Source: an optimization exercise on an open RTL-to-GDS flow (aim: small area, a short achievable clock period and few clock cycles). Production flows keep margins and buffers that such runs may drop.
Only simulation tests tie the RTL to the original design; equivalence was not proved.
Power figures rest on the tool's default switching activity, not on a simulated workload.

==> flow/design.v (excerpt) <==
module dcache (
    input  logic  CLK,
    input  logic  nRST,
    input  logic  dmem_ren,
    input  logic  dmem_wen,
    input  logic [WORD_W-1:0] dmem_addr,
    input  logic [WORD_W-1:0] dmem_store,
    input  logic  halt,
    output logic [WORD_W-1:0] dmem_load,
    output logic  dhit,
    output logic  flushed,
    output logic  mem_ren,
    output logic  mem_wen,
    output logic [WORD_W-1:0] mem_addr,
    output logic [WORD_W-1:0] mem_store,
    input  logic [WORD_W-1:0] mem_load,
    input  logic  mem_wait
);
    localparam int LINES = SETS * WAYS;
    logic st_idle, st_hit, st_wb1, st_wb2, st_f1, st_f2;
    logic st_fsel, st_fwb, st_done;
    logic fsecond;      
    logic fwd;          
    logic ren_q;        
    logic wen_q;        
    logic [LINES-1:0]  valid;
    logic [LINES-1:0]  dirty;
    logic [SETS-1:0]   lru;      
    logic [TAG_W-1:0]  tags [LINES];
    logic [WORD_W-1:0] data [LINES][BLOCK_WORDS];
    logic              hway;     
    logic              vway;     
    logic [SETS-1:0]   rsel_q;   
    logic              blk_q;    
    logic              wr_q;     
    logic [WORD_W-1:0] ldw;      
    logic [WORD_W-1:0] stw;      
    logic [3:0]        fline;    
    logic [WORD_W-1:0] maddr;    
    logic             req;
    logic [TAG_W-1:0] rtag;
    logic [IDX_W-1:0] ridx;
    logic             rblk;
    assign req  = dmem_ren | dmem_wen;
    assign rtag = dmem_addr[31:6];
    assign ridx = dmem_addr[5:3];
    assign rblk = dmem_addr[2];
    logic [LINES-1:0] eq;
    always_comb begin
        for (int l = 0; l < LINES; l++) begin
            eq[l] = valid[l] && (tags[l] == rtag);
        end
    end
    logic [1:0] way_hit;
    logic       hit;
    assign way_hit[0] = eq[{ridx, 1'b0}];
    assign way_hit[1] = eq[{ridx, 1'b1}];
    assign hit        = |way_hit;
    logic [SETS-1:0] vdset;
    always_comb begin
        for (int s = 0; s < SETS; s++) begin
  ...
Size: roughly 4500 cells after synthesis, ~1600 flip-flops, ~200 I/O pins, roughly 0.067 mm² of cells after synthesis.
Settings: LEC_CHECK=0, CAP_MARGIN=20, CORE_MARGIN=2, CORE_UTILIZATION=40, SETUP_SLACK_MARGIN=4.4, SLEW_MARGIN=20; clock period 8.0 ns.
run.sh (not shown) runs the stock make flow with config.mk's settings and CLKGATE_MAP_FILE= SYNTH_SCRIPT=/design/flow/synth_recipe.tcl, a recipe that flattens the netlist after the stock synthesis.
Testbench counts at the start, summed over its fixed seeds: cycles 60,673.
Then changed:
--- a/flow/design.v
+++ b/flow/design.v
@@ -46,23 +46,22 @@
     output logic  mem_ren,
     output logic  mem_wen,
     output logic [WORD_W-1:0] mem_addr,
     output logic [WORD_W-1:0] mem_store,
     input  logic [WORD_W-1:0] mem_load,
     input  logic  mem_wait
 );
     localparam int LINES = SETS * WAYS;
     logic st_idle, st_hit, st_wb1, st_wb2, st_f1, st_f2;
     logic st_fsel, st_fwb, st_done;
     logic fsecond;      
-    logic fwd;          
     logic ren_q;        
     logic wen_q;        
     logic [LINES-1:0]  valid;
     logic [LINES-1:0]  dirty;
     logic [SETS-1:0]   lru;      
     logic [TAG_W-1:0]  tags [LINES];
     logic [WORD_W-1:0] data [LINES][BLOCK_WORDS];
     logic              hway;     
     logic              vway;     
     logic [SETS-1:0]   rsel_q;   
     logic              blk_q;    
@@ -147,24 +146,24 @@
     always_ff @(posedge CLK) begin
         if (st_idle) begin
             if (vdirty) maddr <= {wtag, ridx, rblk, 2'b00};
             else        maddr <= {rtag, ridx, ~rblk, 2'b00};
         end else if (st_fsel || (st_fwb && fsecond && !mem_wait)) begin
             maddr <= {wtag, pe_line[3:1], 1'b0, 2'b00};
         end else if (xfer_done) begin
             if (st_wb2) maddr <= {rtag, ridx, ~blk_q, 2'b00};
             else        maddr[2] <= ~maddr[2];
         end
     end
-    assign dhit      = st_hit || (fwd && !mem_wait);
-    assign dmem_load = ldw | ({WORD_W{fwd}} & mem_load);
+    assign dhit      = st_hit || (st_f2 && !mem_wait);
+    assign dmem_load = ldw | ({WORD_W{st_f2}} & mem_load);
     assign flushed   = st_done;
     assign mem_wen   = wen_q;
     assign mem_ren   = ren_q;
     assign mem_store = stw;
     assign mem_addr  = maddr;
     logic              fill;
     logic              fword;
     logic [WORD_W-1:0] din [BLOCK_WORDS];
     assign fill   = st_f1 || st_f2;
     assign fword  = blk_q ^ st_f1;
     assign din[0] = (wr_q && !blk_q) ? dmem_store : mem_load;
@@ -187,23 +186,22 @@
             hway <= way_hit[1];
             vway <= victim;
             for (int s = 0; s < SETS; s++) begin
                 rsel_q[s] <= (ridx == s);
             end
             blk_q <= rblk;
             wr_q  <= dmem_wen;
         end
         if (fnext && (st_fsel || !mem_wait)) begin
             fline <= pe_line;
         end
-        fwd <= st_f2 ? mem_wait : (st_f1 && !mem_wait);
     end
     always_ff @(posedge CLK, negedge nRST) begin
         if (!nRST) begin
             st_idle <= 1'b1;
             st_hit  <= 1'b0;
             st_wb1  <= 1'b0;
             st_wb2  <= 1'b0;
             st_f1   <= 1'b0;
             st_f2   <= 1'b0;
             st_fsel <= 1'b0;
             st_fwb  <= 1'b0;
The changed run produced a clean layout.
Synthesized cell count went down by 2.2%.
Via count is lower by 1.4%.
Utilization is higher by 0.88 points.
Count of clock-buffer cells in the layout fell by 21.
Final area rose by 0.57%.
Non-clock buffer count increases by 44.
Power fell by 20%.
Testbench counts after the change, summed over its fixed seeds: cycles 60,673.

## separate check: timing with driven ports
In the flow no input, the clock included, has a driving cell. The finished layouts below were timed again as built, in two steps.
Step 1 (the two cells are an assumption about what drives the block):
set clk [get_ports {CLK}]
set_driving_cell -lib_cell sky130_fd_sc_hd__clkbuf_16 $clk
set_driving_cell -lib_cell sky130_fd_sc_hd__buf_2 [delete_from_list [all_inputs] $clk]
Step 2, shift: input delay + t, output delay - t, t = (earliest + latest rising clock arrival at the registers) / 2. This alone moves slack from input paths to output paths.
Slacks: ideal / step 1 / step 2; pairs: ideal / step 1.
run	t (ns)	slack for setup (ns)	worst setup path at the end
the first run	0.900	4.173 / 4.104 / 3.461	input to register
the second run	0.894	4.150 / 4.089 / 3.467	input to register
After both steps setup and hold are still met in every run listed. The setup slack of the first run, which loses most, moves by -0.069 ns with the drivers and by -0.712 ns with both steps.
